From an optimization exercise on the open Yosys and OpenROAD flow, aimed at small area and a short achievable clock period; shortcuts taken in it are not production practice. Function was not checked in any run shown here: the RTL went through the layout flow alone.

## flow/design.v (module list and top-level ports; edited modules follow where they fit)
// module fp_add_sk: 32 lines
// module fp_ones_below: 23 lines
// module fp_round: 32 lines
// module fp_sub: 79 lines
// module fp_mul_array: 1935 lines
// module fp_mul: 28 lines
// module fp_class: 32 lines
// module fp_module: 92 lines
module fp_module (
    input  logic                     i_clk,
    input  logic                     i_rst,
    input  fp_format_pkg::fp_word_t  i_data_r1,
    input  fp_format_pkg::fp_word_t  i_data_r2,
    input  logic [5-1:0]      i_alu_ctrl,
    output fp_format_pkg::fp_word_t  o_data,
    output logic                     o_invalid
);
  // ...
==> flow/flow/run.sh <==
#!/bin/bash
set -euo pipefail
export BUFFER_PORTS_ARGS="-buffer_cell sky130_fd_sc_hd__buf_1"
R=orfs/results/sky130hd/fp_module/base
bash standard.sh synth > standard_synth.log 2>&1
cp $R/1_2_yosys.v yosys_netlist_standard.v
python3 flow/fixpol.py yosys_netlist_standard.v $R/1_2_yosys.v > fixpol.log 2>&1
rm -f $R/1_synth.odb $R/1_synth.sdc
bash standard.sh finish > standard_flow.log 2>&1
==> flow/flow/fixpol.py <==
#!/usr/bin/env python3
"""Remove inverters around full-adder cells in a flat sky130 netlist.

A full adder is self-dual: FA(~a,~b,~c) = (~sum, ~cout). Every inverter is
folded into the polarity of the net it drives, each full adder is then
flipped or not so that as few nets as possible are needed in complemented
form, and one inverter is put back for each net that still is.

usage: fixpol.py IN.v OUT.v
"""
import re, sys

src_text = open(sys.argv[1]).read()

inst_re = re.compile(r'^(\s*)(sky130_fd_sc_hd__\w+)\s+(\S+)\s*\((.*?)\);\n', re.S | re.M)
pin_re = re.compile(r'\.(\w+)\(\s*(.*?)\s*\)(?=\s*[,)]|\s*$)', re.S)

OUT_PINS = {'X', 'Y', 'SUM', 'COUT', 'Q', 'Q_N', 'HI', 'LO'}
def is_inv(t):
    return re.fullmatch(r'sky130_fd_sc_hd__(clk)?inv_\d+', t) is not None
XOR_PAIR = {}
for w in ('2',):
    for d in ('1', '2', '4'):
        XOR_PAIR[f'sky130_fd_sc_hd__xor{w}_{d}'] = f'sky130_fd_sc_hd__xnor{w}_{d}'
        XOR_PAIR[f'sky130_fd_sc_hd__xnor{w}_{d}'] = f'sky130_fd_sc_hd__xor{w}_{d}'
def is_xor(t):
    return t in XOR_PAIR
def is_fa(t):
    return re.fullmatch(r'sky130_fd_sc_hd__fa_\d+', t) is not None

cells = []   # dicts: type, name, pins (list of [pin, net])
pieces = []  # text pieces and cell indices in order
pos = 0
for m in inst_re.finditer(src_text):
    pieces.append(src_text[pos:m.start()])
    body = m.group(4)
    pins = [[p, n.strip()] for p, n in re.findall(r'\.(\w+)\(([^()]*)\)', body)]
    cells.append({'indent': m.group(1), 'type': m.group(2), 'name': m.group(3), 'pins': pins})
    pieces.append(len(cells) - 1)
    pos = m.end()
pieces.append(src_text[pos:])

driver = {}
for i, c in enumerate(cells):
    for p, n in c['pins']:
        if p in OUT_PINS:
            driver[n] = (i, p)

# canonical (source net, complemented) of each net, folding inverter chains
canon_cache = {}
def canon(n):
    if n in canon_cache:
        return canon_cache[n]
    d = driver.get(n)
    if d is not None and is_inv(cells[d[0]]['type']):
        a = [x for p, x in cells[d[0]]['pins'] if p == 'A'][0]
        s, pol = canon(a)
        r = (s, pol ^ 1)
    else:
        r = (n, 0)
    canon_cache[n] = r
    return r

port_nets = set()
hdr = re.findall(r'^\s*(?:output)\s+(?:\[[^\]]*\]\s*)?(\S+);', src_text, re.M)
for h in hdr:
    port_nets.add(h)

fa_ids = [i for i, c in enumerate(cells) if is_fa(c['type'])]
inv_ids = set(i for i, c in enumerate(cells) if is_inv(c['type']))
fa_index = {i: k for k, i in enumerate(fa_ids)}

# consumers: list of (cell index, pin index, source, pol)
consumers = []
for i, c in enumerate(cells):
    if i in inv_ids:
        continue
    for k, (p, n) in enumerate(c['pins']):
        if p in OUT_PINS:
            continue
        s, pol = canon(n)
        consumers.append((i, k, s, pol))

# inverter outputs that are also ports or feed non-cell uses: keep them simple by
# treating any port net driven by an inverter as a consumer of its source
port_consumers = []
for n in port_nets:
    d = driver.get(n)
    if d is not None and d[0] in inv_ids:
        s, pol = canon(n)
        port_consumers.append((n, s, pol))

flip = {i: 0 for i in fa_ids}
def src_flip(s):
    d = driver.get(s)
    if d is not None and d[0] in flip:
        return flip[d[0]]
    return 0

by_src = {}
for ci, (i, k, s, pol) in enumerate(consumers):
    by_src.setdefault(s, []).append(ci)
for (n, s, pol) in port_consumers:
    by_src.setdefault(s, []).append(('port', n, pol))

def need_inv(s):
    f = src_flip(s)
    for ci in by_src.get(s, []):
        if isinstance(ci, tuple):
            if ci[2] ^ f:
                return True
            continue
        i, k, _, pol = consumers[ci]
        if is_xor(cells[i]['type']):
            continue
        cf = flip.get(i, 0)
        if pol ^ cf ^ f:
            return True
    return False

fa_srcs = {}
for i in fa_ids:
    ss = set()
    for p, n in cells[i]['pins']:
        if p in OUT_PINS:
            ss.add(n)
        else:
            ss.add(canon(n)[0])
    fa_srcs[i] = ss

def local_cost(i):
    return sum(need_inv(s) for s in fa_srcs[i])

before = sum(need_inv(s) for s in by_src)
for it in range(20):
    changed = 0
    for i in fa_ids:
        c0 = local_cost(i)
        flip[i] ^= 1
        c1 = local_cost(i)
        if c1 < c0:
            changed += 1
        else:
            flip[i] ^= 1
    if not changed:
        break
after_srcs = [s for s in by_src if need_inv(s)]

def esc(n):
    return n + ' ' if n.startswith('\\') else n

# rewrite
newinv = {}
extra_wires = []
extra_cells = []
def comp_net(s):
    if s not in newinv:
        n = f'_fixpol_n{len(newinv)}_'
        newinv[s] = n
        extra_wires.append(n)
        extra_cells.append(f'  sky130_fd_sc_hd__inv_1 _fixpol_i{len(newinv)}_ (\n    .A({esc(s)}),\n    .Y({n})\n  );\n')
    return newinv[s]

ntoggle = 0
for (i, k, s, pol) in consumers:
    f = src_flip(s) ^ flip.get(i, 0) ^ pol
    if f and is_xor(cells[i]['type']):
        # an XOR absorbs a complemented input by becoming an XNOR, and back
        cells[i]['type'] = XOR_PAIR[cells[i]['type']]
        # xor cells drive X, xnor cells drive Y
        for pn in cells[i]['pins']:
            if pn[0] in ('X', 'Y'):
                pn[0] = 'Y' if 'xnor' in cells[i]['type'] else 'X'
        ntoggle += 1
        cells[i]['pins'][k][1] = s
        continue
    cells[i]['pins'][k][1] = comp_net(s) if f else s
# port nets driven by inverters: drive them with an assign-free buffer via inverter
port_fix = []
for (n, s, pol) in port_consumers:
    f = src_flip(s) ^ pol
    port_fix.append((n, s, f))

out = []
for pc in pieces:
    if isinstance(pc, str):
        out.append(pc)
        continue
    i = pc
    c = cells[i]
    if i in inv_ids:
        continue
    pins = ',\n'.join(f'    .{p}({esc(n)})' for p, n in c['pins'])
    out.append(f"{c['indent']}{c['type']} {c['name']} (\n{pins}\n  );\n")
text = ''.join(out)
add = ''.join(f'  wire {w};\n' for w in extra_wires)
add_cells = ''.join(extra_cells)
for (n, s, f) in port_fix:
    if f:
        add_cells += f'  sky130_fd_sc_hd__inv_1 _fixpol_p{len(add_cells)}_ (\n    .A({s}),\n    .Y({n})\n  );\n'
    else:
        add_cells += f'  sky130_fd_sc_hd__buf_1 _fixpol_p{len(add_cells)}_ (\n    .A({s}),\n    .X({n})\n  );\n'
idx = text.rfind('endmodule')
text = text[:idx] + add + add_cells + text[idx:]
open(sys.argv[2], 'w').write(text)
print(f'xor/xnor swaps {ntoggle}; inverters: {len(inv_ids)} before, {len(newinv)} after; flipped {sum(flip.values())} of {len(fa_ids)} full adders; needed {before} -> {len(after_srcs)}', file=sys.stderr)
==> flow/standard.sh <==
#!/bin/bash
# synth_recipe.tcl (not shown) runs the flow's synth.tcl, then flattens the netlist and writes it again
# the make line also repeats each setting of config.mk as NAME=value (left out here)
make -C /OpenROAD-flow-scripts/flow DESIGN_CONFIG=/design/flow/config.mk WORK_HOME=/design/flow/orfs CLKGATE_MAP_FILE= SYNTH_SCRIPT=/design/flow/synth_recipe.tcl "${@:-finish}"
==> flow/config.mk <==
export PLATFORM = sky130hd
export DESIGN_NAME = fp_module
export DESIGN_NICKNAME = fp_module
export VERILOG_FILES = /design/flow/design.v
export SDC_FILE = /design/flow/constraint.sdc
export NUM_CORES = 4
export LEC_CHECK = 0
export ABC_AREA = 1
export CAP_MARGIN = 20
export CORE_MARGIN = 2
export CORE_UTILIZATION = 40
export SETUP_SLACK_MARGIN = 4.5
export SLEW_MARGIN = 20
==> flow/constraint.sdc <==
create_clock -name core_clock -period 17.0 [get_ports {i_clk}]
set_input_delay 3.4000 -clock core_clock [delete_from_list [all_inputs] [get_ports {i_clk}]]
set_output_delay 3.4000 -clock core_clock [all_outputs]
set_load 0.01 [all_outputs]
==> summary.md, run 1 <==
| Metric | Value |
|---|---|
| Metal-1 WL | `42,100 µm` |
| Final Slew Violations | `0` |
| Critical path buffers and inverters | `8` |
| Fraction of area in multi-input gates | `0.801` |
| Chip width | `255 µm` |
| Largest net degree at the start of global routing | `46` |
| DP Worst Slack | `2.13 ns` |
| Multi-input logic area | `22,400 µm²` |
| First-pass DRT Iterations | `8` |
| Status | `complete, no violations` |
| Setup TNS | `0 ns` |
| Worst path slowest cell | `a21oi_4` |
| Levels on crit path | `40` |
| Mapped Nets | `4,239` |
| Final Hold Vio Count | `0` |
| Biggest register | `o_data` |
| Multi-input combinational cell count | `3,005` |
| Max-Cap Viols | `0` |
| Post-Route Utilization | `0.446` |
| Leading cell kind | `multi-input gates` |
| CTS sink cnt | `33` |
| Setup crit start | `i_data_r2[13]` |
==> module fp_sub, before the edit <==
module fp_sub (
    input  logic [31:0] i_a,
    input  logic [31:0] i_b,
    output logic        o_norm_sign,
    output logic [9:0]  o_norm_exp,
    output logic [26:0] o_norm_sig,
    output logic        o_norm_zero,
    output logic        o_exact,
    output logic [31:0] o_exact_result,
    output logic        o_exact_inv
);
    logic        a_ge;
    logic        eff_sub;
    logic [7:0]  exp_big;
    logic [7:0]  exp_diff;
    logic [23:0] sig_big;
    logic [23:0] sig_small;
    logic [8:0]  ed_ab;
    logic [26:0] sh [0:5];
    logic [5:0]  st;
    logic        far;
    logic [26:0] small_al;
    logic [27:0] mag;
    logic [4:0]  lz;
    logic [27:0] norm;
    assign a_ge    = (i_a[30:0] >= i_b[30:0]);
    assign eff_sub = (i_a[31] == i_b[31]);
    assign ed_ab    = {1'b0, i_a[30:23]} - {1'b0, i_b[30:23]};
    assign exp_diff = ed_ab[8] ? (i_b[30:23] - i_a[30:23]) : ed_ab[7:0];
    assign exp_big   = a_ge ? i_a[30:23] : i_b[30:23];
    assign sig_big   = a_ge ? {(i_a[30:23] != 8'd0), i_a[22:0]} : {(i_b[30:23] != 8'd0), i_b[22:0]};
    assign sig_small = a_ge ? {(i_b[30:23] != 8'd0), i_b[22:0]} : {(i_a[30:23] != 8'd0), i_a[22:0]};
    assign sh[0] = {sig_small, 3'b000};
    assign st[0] = 1'b0;
    genvar k;
    generate
        for (k = 0; k < 5; k++) begin : g_align
            localparam int S = 1 << (4 - k);
            assign sh[k+1] = exp_diff[4-k] ? (sh[k] >> S) : sh[k];
            assign st[k+1] = st[k] | (exp_diff[4-k] & (|sh[k][S-1:0]));
        end
    endgenerate
    assign far      = |exp_diff[7:5];
    assign small_al = far ? {26'd0, |sig_small} : {sh[5][26:1], sh[5][0] | st[5]};
    fp_add_sk #(.W(28), .L(5)) u_add (
        .i_a   ({1'b0, sig_big, 3'b000}),
        .i_b   ({1'b0, small_al} ^ {28{eff_sub}}),
        .i_cin (eff_sub),
        .o_sum (mag)
    );
    always_comb begin
        if (mag[27]) begin
            o_norm_sig = {mag[27:2], mag[1] | mag[0]};
            o_norm_exp = {2'b00, exp_big} + 10'd1;
        end else if (mag[26]) begin
            o_norm_sig = mag[26:0];
            o_norm_exp = {2'b00, exp_big};
        end else begin
            o_norm_sig = {mag[25:0], 1'b0};
            o_norm_exp = {2'b00, exp_big} - 10'd1;
        end
    end
    always_comb begin
        lz = 5'd27;
        for (int i = 0; i < 28; i++) begin
            if (mag[i]) lz = 5'(27 - i);
        end
    end
    logic [9:0] exact_exp;
    logic       exact_unf;
    assign norm        = mag << lz;
    assign exact_exp   = {2'b00, exp_big} + 10'd1 - {5'd0, lz};
    assign exact_unf   = exact_exp[9] | (exact_exp == 10'd0);
    assign o_norm_zero = (mag == 28'd0);
    assign o_norm_sign = a_ge ? i_a[31] : ~i_b[31];
    assign o_exact     = (mag[27:25] == 3'b000) & ~o_norm_zero;
    assign o_exact_result = exact_unf ? 32'd0 : {o_norm_sign, exact_exp[7:0], norm[26:4]};
    assign o_exact_inv    = exact_unf;
endmodule
==> module fp_module, before the edit <==
module fp_module (
    input  logic                     i_clk,
    input  logic                     i_rst,
    input  fp_format_pkg::fp_word_t  i_data_r1,
    input  fp_format_pkg::fp_word_t  i_data_r2,
    input  logic [5-1:0]      i_alu_ctrl,
    output fp_format_pkg::fp_word_t  o_data,
    output logic                     o_invalid
);
    logic                     sub_sign;
    logic [9:0]               sub_exp;
    logic [26:0]              sub_sig;
    logic                     sub_zero;
    logic                     sub_exact;
    logic [31:0]              sub_exact_result;
    logic                     sub_exact_inv;
    logic                     mul_sign;
    logic [9:0]               mul_exp;
    logic [26:0]              mul_sig;
    logic                     mul_zero;
    logic                     is_mul;
    logic [31:0]              rnd_result;
    logic                     rnd_inv;
    fp_op_pkg::fp_class_t     class_code;
    logic                     nan_inf;
    fp_format_pkg::fp_word_t  data_next;
    logic                     invalid_next;
    fp_sub fp_sub_inst (
        .i_a         (i_data_r1),
        .i_b         (i_data_r2),
        .o_norm_sign (sub_sign),
        .o_norm_exp  (sub_exp),
        .o_norm_sig  (sub_sig),
        .o_norm_zero (sub_zero),
        .o_exact        (sub_exact),
        .o_exact_result (sub_exact_result),
        .o_exact_inv    (sub_exact_inv)
    );
    fp_mul fp_mul_inst (
        .i_a         (i_data_r1),
        .i_b         (i_data_r2),
        .o_norm_sign (mul_sign),
        .o_norm_exp  (mul_exp),
        .o_norm_sig  (mul_sig),
        .o_norm_zero (mul_zero)
    );
    assign is_mul = i_alu_ctrl[0];
    fp_round fp_round_inst (
        .i_norm_sign     (is_mul ? mul_sign : sub_sign),
        .i_norm_exp      (is_mul ? mul_exp  : sub_exp),
        .i_norm_sig      (is_mul ? mul_sig  : sub_sig),
        .i_norm_zero     (is_mul ? mul_zero : sub_zero),
        .o_result        (rnd_result),
        .o_range_invalid (rnd_inv)
    );
    fp_class fp_class_inst (
        .i_sign  (i_data_r1[31]),
        .i_exp   (i_data_r1[30:23]),
        .i_frac  (i_data_r1[22:0]),
        .o_class (class_code)
    );
    assign nan_inf = (&i_data_r1[30:23]) | (&i_data_r2[30:23]);
    always_comb begin
        case (i_alu_ctrl)
            5'b01010: begin
                data_next    = sub_exact ? sub_exact_result : rnd_result;
                invalid_next = (sub_exact ? sub_exact_inv : rnd_inv) | nan_inf;
            end
            5'b01011: begin
                data_next    = rnd_result;
                invalid_next = rnd_inv | nan_inf;
            end
            5'b01111: begin
                data_next    = class_code;
                invalid_next = 1'b0;
            end
            default: begin
                data_next    = '0;
                invalid_next = 1'b0;
            end
        endcase
    end
    always_ff @(posedge i_clk) begin
        if (i_rst) begin
            o_data    <= '0;
            o_invalid <= 1'b0;
        end else begin
            o_data    <= data_next;
            o_invalid <= invalid_next;
        end
    end
endmodule
==> run 2, diff against run 1 <==
--- a/flow/design.v
+++ b/flow/design.v
@@ -9,48 +9,16 @@
 package fp_op_pkg;
     typedef enum logic [5-1:0] {
         FP_FSUB   = 5'b01010,
         FP_FMUL   = 5'b01011,
         FP_FCLASS = 5'b01111
     } fp_op_e;
     typedef logic [32-1:0] fp_class_t;
 endpackage
-module fp_add_sk #(
-    parameter int W = 48,
-    parameter int L = 6      
-) (
-    input  logic [W-1:0] i_a,
-    input  logic [W-1:0] i_b,
-    input  logic         i_cin,
-    output logic [W-1:0] o_sum
-);
-    logic [W-1:0] p;
-    logic [W-1:0] g [0:L];
-    logic [W-1:0] t [0:L];
-    assign p    = i_a ^ i_b;
-    assign g[0] = (i_a & i_b) | {{(W-1){1'b0}}, p[0] & i_cin};
-    assign t[0] = p;
-    genvar l, i;
-    generate
-        for (l = 0; l < L; l++) begin : g_lv
-            for (i = 0; i < W; i++) begin : g_bit
-                if (((i >> l) & 1) == 1) begin : g_merge
-                    localparam int J = ((i >> l) << l) - 1;
-                    assign g[l+1][i] = g[l][i] | (t[l][i] & g[l][J]);
-                    assign t[l+1][i] = t[l][i] & t[l][J];
-                end else begin : g_pass
-                    assign g[l+1][i] = g[l][i];
-                    assign t[l+1][i] = t[l][i];
-                end
-            end
-        end
-    endgenerate
-    assign o_sum = p ^ {g[L][W-2:0], i_cin};
-endmodule
 module fp_ones_below #(
     parameter int W = 24,
     parameter int L = 5      
 ) (
     input  logic [W-2:0] i_bits,
     output logic [W-1:0] o_ones
 );
     logic [W-1:0] lv [0:L];
@@ -102,20 +70,17 @@
     assign o_range_invalid = ovf | unf | (normal & carry & (i_norm_exp[7:0] == 8'd254));
 endmodule
 module fp_sub (
     input  logic [31:0] i_a,
     input  logic [31:0] i_b,
     output logic        o_norm_sign,
     output logic [9:0]  o_norm_exp,
     output logic [26:0] o_norm_sig,
-    output logic        o_norm_zero,
-    output logic        o_exact,
-    output logic [31:0] o_exact_result,
-    output logic        o_exact_inv
+    output logic        o_norm_zero
 );
     logic        a_ge;
     logic        eff_sub;
     logic [7:0]  exp_big;
     logic [7:0]  exp_diff;
     logic [23:0] sig_big;
     logic [23:0] sig_small;
     logic [8:0]  ed_ab;
@@ -140,50 +105,58 @@
         for (k = 0; k < 5; k++) begin : g_align
             localparam int S = 1 << (4 - k);
             assign sh[k+1] = exp_diff[4-k] ? (sh[k] >> S) : sh[k];
             assign st[k+1] = st[k] | (exp_diff[4-k] & (|sh[k][S-1:0]));
         end
     endgenerate
     assign far      = |exp_diff[7:5];
     assign small_al = far ? {26'd0, |sig_small} : {sh[5][26:1], sh[5][0] | st[5]};
-    fp_add_sk #(.W(28), .L(5)) u_add (
-        .i_a   ({1'b0, sig_big, 3'b000}),
-        .i_b   ({1'b0, small_al} ^ {28{eff_sub}}),
-        .i_cin (eff_sub),
-        .o_sum (mag)
-    );
-    always_comb begin
-        if (mag[27]) begin
-            o_norm_sig = {mag[27:2], mag[1] | mag[0]};
-            o_norm_exp = {2'b00, exp_big} + 10'd1;
-        end else if (mag[26]) begin
-            o_norm_sig = mag[26:0];
-            o_norm_exp = {2'b00, exp_big};
-        end else begin
-            o_norm_sig = {mag[25:0], 1'b0};
-            o_norm_exp = {2'b00, exp_big} - 10'd1;
-        end
-    end
-    always_comb begin
-        lz = 5'd27;
-        for (int i = 0; i < 28; i++) begin
-            if (mag[i]) lz = 5'(27 - i);
-        end
-    end
-    logic [9:0] exact_exp;
-    logic       exact_unf;
-    assign norm        = mag << lz;
-    assign exact_exp   = {2'b00, exp_big} + 10'd1 - {5'd0, lz};
-    assign exact_unf   = exact_exp[9] | (exact_exp == 10'd0);
+    assign mag = {1'b0, sig_big, 3'b000} + ({1'b0, small_al} ^ {28{eff_sub}}) + {27'd0, eff_sub};
+    fp_lzc32 u_lzc (.i_x({mag, 4'd0}), .o_lz(lz));
+    assign norm = mag << lz;
     assign o_norm_zero = (mag == 28'd0);
     assign o_norm_sign = a_ge ? i_a[31] : ~i_b[31];
-    assign o_exact     = (mag[27:25] == 3'b000) & ~o_norm_zero;
-    assign o_exact_result = exact_unf ? 32'd0 : {o_norm_sign, exact_exp[7:0], norm[26:4]};
-    assign o_exact_inv    = exact_unf;
+    assign o_norm_sig  = {norm[27:2], norm[1] | norm[0]};
+    assign o_norm_exp  = {2'b00, exp_big} + 10'd1 - {5'd0, lz};
+endmodule
+module fp_lzc32 (
+    input  logic [31:0] i_x,
+    output logic [4:0]  o_lz
+);
+    logic [31:0] v0;
+    logic [15:0] v1;
+    logic [7:0]  v2;
+    logic [3:0]  v3;
+    logic [1:0]  v4;
+    logic [15:0][0:0] c1;
+    logic [7:0][1:0]  c2;
+    logic [3:0][2:0]  c3;
+    logic [1:0][3:0]  c4;
+    assign v0 = i_x;
+    genvar g;
+    generate
+        for (g = 0; g < 16; g++) begin : g_l1
+            assign v1[g] = v0[2*g+1] | v0[2*g];
+            assign c1[g] = ~v0[2*g+1];
+        end
+        for (g = 0; g < 8; g++) begin : g_l2
+            assign v2[g] = v1[2*g+1] | v1[2*g];
+            assign c2[g] = v1[2*g+1] ? {1'b0, c1[2*g+1]} : {1'b1, c1[2*g]};
+        end
+        for (g = 0; g < 4; g++) begin : g_l3
+            assign v3[g] = v2[2*g+1] | v2[2*g];
+            assign c3[g] = v2[2*g+1] ? {1'b0, c2[2*g+1]} : {1'b1, c2[2*g]};
+        end
+        for (g = 0; g < 2; g++) begin : g_l4
+            assign v4[g] = v3[2*g+1] | v3[2*g];
+            assign c4[g] = v3[2*g+1] ? {1'b0, c3[2*g+1]} : {1'b1, c3[2*g]};
+        end
+    endgenerate
+    assign o_lz = v4[1] ? {1'b0, c4[1]} : {1'b1, c4[0]};
 endmodule
 module fp_mul_array (
     input  logic [23:0] a,
     input  logic [23:0] b,
     output logic [47:0] p
 );
     logic [11:0] one, two, neg;
     logic pp1;
@@ -2108,17 +2081,17 @@
     assign s939 = c766 ^ s849 ^ c848;
     assign c940 = (c766 & s849) | (c766 & c848) | (s849 & c848);
     assign s941 = 1'b1 ^ s851 ^ c850;
     assign c942 = (1'b1 & s851) | (1'b1 & c850) | (s851 & c850);
     assign s943 = pp323 ^ pp348 ^ c852;
     assign c944 = (pp323 & pp348) | (pp323 & c852) | (pp348 & c852);
     assign row_x = {s943, s941, s939, s937, s935, s933, s931, s929, s927, s925, s923, s921, s919, s917, s915, s913, s911, s909, s907, s905, s903, s901, s899, s897, s895, s893, s891, s889, s887, s885, s883, s881, s879, s877, s875, s873, s871, s869, s867, s865, s863, s861, s859, s857, s855, pp54, pp2, pp1};
     assign row_y = {c942, c940, c938, c936, c934, c932, c930, c928, c926, c924, c922, c920, c918, c916, c914, c912, c910, c908, c906, c904, c902, c900, c898, c896, c894, c892, c890, c888, c886, c884, c882, c880, c878, c876, c874, c872, c870, c868, c866, c864, c862, c860, c858, c856, c854, s853, 1'b0, pp27};
-    fp_add_sk #(.W(48), .L(6)) u_cpa (.i_a(row_x), .i_b(row_y), .i_cin(1'b0), .o_sum(p));
+    assign p = row_x + row_y;
 endmodule
 module fp_mul (
     input  logic [31:0] i_a,
     input  logic [31:0] i_b,
     output logic        o_norm_sign,
     output logic [9:0]  o_norm_exp,
     output logic [26:0] o_norm_sig,
     output logic        o_norm_zero
@@ -2183,19 +2156,16 @@
     input  logic [5-1:0]      i_alu_ctrl,
     output fp_format_pkg::fp_word_t  o_data,
     output logic                     o_invalid
 );
     logic                     sub_sign;
     logic [9:0]               sub_exp;
     logic [26:0]              sub_sig;
     logic                     sub_zero;
-    logic                     sub_exact;
-    logic [31:0]              sub_exact_result;
-    logic                     sub_exact_inv;
     logic                     mul_sign;
     logic [9:0]               mul_exp;
     logic [26:0]              mul_sig;
     logic                     mul_zero;
     logic                     is_mul;
     logic [31:0]              rnd_result;
     logic                     rnd_inv;
     fp_op_pkg::fp_class_t     class_code;
@@ -2203,20 +2173,17 @@
     fp_format_pkg::fp_word_t  data_next;
     logic                     invalid_next;
     fp_sub fp_sub_inst (
         .i_a         (i_data_r1),
         .i_b         (i_data_r2),
         .o_norm_sign (sub_sign),
         .o_norm_exp  (sub_exp),
         .o_norm_sig  (sub_sig),
-        .o_norm_zero (sub_zero),
-        .o_exact        (sub_exact),
-        .o_exact_result (sub_exact_result),
-        .o_exact_inv    (sub_exact_inv)
+        .o_norm_zero (sub_zero)
     );
     fp_mul fp_mul_inst (
         .i_a         (i_data_r1),
         .i_b         (i_data_r2),
         .o_norm_sign (mul_sign),
         .o_norm_exp  (mul_exp),
         .o_norm_sig  (mul_sig),
         .o_norm_zero (mul_zero)
@@ -2234,21 +2201,17 @@
         .i_sign  (i_data_r1[31]),
         .i_exp   (i_data_r1[30:23]),
         .i_frac  (i_data_r1[22:0]),
         .o_class (class_code)
     );
     assign nan_inf = (&i_data_r1[30:23]) | (&i_data_r2[30:23]);
     always_comb begin
         case (i_alu_ctrl)
-            5'b01010: begin
-                data_next    = sub_exact ? sub_exact_result : rnd_result;
-                invalid_next = (sub_exact ? sub_exact_inv : rnd_inv) | nan_inf;
-            end
-            5'b01011: begin
+            5'b01010, 5'b01011: begin
                 data_next    = rnd_result;
                 invalid_next = rnd_inv | nan_inf;
             end
             5'b01111: begin
                 data_next    = class_code;
                 invalid_next = 1'b0;
             end
             default: begin
==> flow/config.mk (replaced) <==
export PLATFORM = sky130hd
export DESIGN_NAME = fp_module
export DESIGN_NICKNAME = fp_module
export VERILOG_FILES = /design/flow/design.v
export SDC_FILE = /design/flow/constraint.sdc
export NUM_CORES = 4
export LEC_CHECK = 0
export ABC_AREA = 1
export CAP_MARGIN = 0
export CORE_MARGIN = 2
export CORE_UTILIZATION = 40
export SETUP_SLACK_MARGIN = 5
export SLEW_MARGIN = 0
==> run 2 against run 1 <==
Utilization rose by 2.4 points. Non-clock buffer count rose by 49. Synthesized area fell by 2.0%. First-iteration DRC count rose by 4.3%. Worst setup slack improved by 0.49 ns. Routed wire length rose by 1.4%.
==> summary.md, run 2 <==
| Metric | Value |
|---|---|
| Crit path DAT | `11.87 ns` |
| Fraction of layout cells with a size suffix above 1 | `0.158` |
| Worst-path clk slew | `0.05 ns` |
| Setup TNS | `0 ns (unchanged)` |
| Largest net degree at the start of global routing | `46 (unchanged)` |
| Mapped Cells | `3,668` |
| Total number of vias | `27,400` |
| Dpl cell area | `25,900 µm²` |
| Iteration-0 DRC Markers | `3,295` |
| Antenna diodes | `0` |
| F_max | `85.8 MHz` |
| Endpoint type of the worst setup path | `register` |
| CTS root buffer | `clkbuf_16` |
| CTS Buf Count | `5` |
| Post-Syn Area | `24,700 µm²` |
| Worst min-delay path category | `input pin to register` |
| TritonCTS clock tree | `yes` |
| Worst-Margin Slew | `1.20 ns` |
| Die Ht | `253 µm` |
| Initial antenna violation count | `1` |
| First-pass GRT wire length | `155,000 µm` |
| H-tree levels | `2` |
| First-pass DRT Iterations | `6 (-2)` |
| RSZ-0062 raised after global routing | `false` |
| Crit path kind | `input pin to register` |
| Max-Cap Viols | `0 (unchanged)` |
| CTS sink cnt | `33 (unchanged)` |
| Max reg flops | `32` |
| Tmin final | `11.66 ns` |
| HPWL Detailed | `76,500 µm` |
| Final period util | `0.686` |
| Status | `complete, no violations` |
| DR vias/cell | `5.98` |
| Type of origin of the critical path | `input pin` |
| Most frequent cells in the layout | `nand2_1 (619), inv_1 (416), xor2_1 (323), nand3_1 (313), o22ai_1 (298)` |
| WL final | `104,000 µm` |
| CP most frequent cell | `inv_1` |
| Final Slew Violations | `0 (unchanged)` |
| Detail Route Antenna Nets | `0` |
| Starting density of the core | `0.403` |
| Die area | `63,900 µm²` |
| CP max stage delay | `0.55 ns` |
| Critical path destination | `o_data[7]` |
| RePlAce Congestion | `1.01` |
| Global Route Usage Sum | `0.314` |
| Max Buffers Root-to-Sink | `2` |
| Top Ports | `104` |
| Drt wl/cell | `22.7 µm` |
| Core area | `61,500 µm²` |
| Area delta synth->final | `16.6%` |
| Final Hold Vio Count | `0 (unchanged)` |
| Worst path slowest cell | `a21oi_1` |
| Largest regs | `o_data x32, o_invalid x1` |
| Chip width | `253 µm (-1.0%)` |
| GRT overflow | `0` |
| Synth warn | `6` |
| Biggest register | `o_data` |
| DP Worst Slack | `1.86 ns (-0.270 ns)` |
| # DRC | `0` |
| Syn avg cell area | `6.75 µm²` |
| Num rows | `91` |
| Min-Delay Path Depth | `4` |
| Final setup margin | `5.34 ns` |
| Number of global-route vias before repair | `25,600` |
| Setup crit start | `i_data_r1[24]` |
| Mapped Nets | `4,165 (-1.7%)` |
| Slew headroom | `0.197` |
| Worst-path maximum fanout | `20` |
| NumNets Final | `4,284` |
| Commonest non-fill, non-tap cell in the layout | `nand2_1` |
| Finish-stage setup viols | `0` |
| Post-Route Utilization | `0.469 (+0.0239)` |
| Final Instance Area | `28,900 µm²` |
| Required @ worst endpoint | `17.20 ns` |
| IO Port Bufs | `103` |
## run 2: critical path: cells and delay by family
kind                       cells  cell delay (ns)
adders and majority gates      6             2.74
and+or+nand+nor               14             1.89
buffers and inverters         14             1.99
AOI/OAI and AO/OA              8             1.81
## run 2: through the flow
| step | cells | hold WS, ns |
|---|---|---|
| after floorplan | 3668 | 3.56 |
| after global placement | 4437 | 3.77 |
| after detailed placement | 4437 | 3.77 |
| after CTS | 4490 | 3.47 |
| after global routing | 4578 | 3.52 |
| final | 4578 | 3.46 |
## run 2: worst min path at each step
stage | start | to
6_report | i_alu_ctrl[2] | o_data[21]
5_1_grt | i_alu_ctrl[4] | o_data[21]
2_1_floorplan | i_data_r1[31] | o_data[0]
3_5_place_dp | i_alu_ctrl[2] | o_data[21]
3_3_place_gp | i_alu_ctrl[2] | o_data[21]
4_1_cts | i_alu_ctrl[2] | o_data[21]
## run 2: routing by layer
metal	vias to the layer above	track usage	part of all wire
met1	13000	0.437	0.41
met4	2	0.105	0.049
li1	12500	-	-
met3	270	0.0593	0.11
met5	-	0	0.000077
met2	1579	0.488	0.43
## run 2: area by class of cell
class | count | area, µm²
repair inverters | 7 | 50.0
multi-input cells | 2976 | 22900
flip-flops and latches | 33 | 661
fillers | 6353 | 32600
clock inverters | 1 | 30.0
well taps | 790 | 988
clock buffers | 7 | 143
repair buffers | 309 | 2360
inverters | 455 | 1760
## run 2: what timing repair did
item / 4_1_cts / 5_1_grt
hold buffers: 0 / 0
buffers inserted: 35 / 78
pin swaps: 15 / 81
gates resized for setup: 121 / 323
setup endpoints to repair: 33 / 33
gates cloned: 10 / 10

[separate check: timing with driven ports]
The flow's constraints put no driver on any port. The routed layouts listed below were extracted and timed again, unchanged, in two steps.
Step 1 (the two cells are an assumption about what drives the block):
set clk [get_ports {i_clk}]
set_driving_cell -lib_cell sky130_fd_sc_hd__clkbuf_16 $clk
set_driving_cell -lib_cell sky130_fd_sc_hd__buf_2 [delete_from_list [all_inputs] $clk]
Step 2 adds t to the input delays and takes it off the output delays; t is the mean of the earliest and latest rising clock arrival at the registers after step 1. Input paths then give back, and output paths get back, about the clock's delay inside the block.
Slacks: ideal / step 1 / step 2; pairs: ideal / step 1.
| run | t (ns) | setup WS [ns] | latest minus earliest clock arrival (ns) | worst slew at a driven data input, ns | pins driven straight from the clock port |
|---|---|---|---|---|---|
| run 1 | 0.311 | 4.849 / 4.834 / 4.522 | 0.006 / 0.005 | 0.09 | 1 |
| run 2 | 0.311 | 5.339 / 5.319 / 5.008 | 0.004 / 0.005 | 0.08 | 1 |
After both steps setup and hold are still met in every run listed. The setup slack of run 2, which loses most, moves by -0.020 ns with the drivers and by -0.331 ns with both steps.
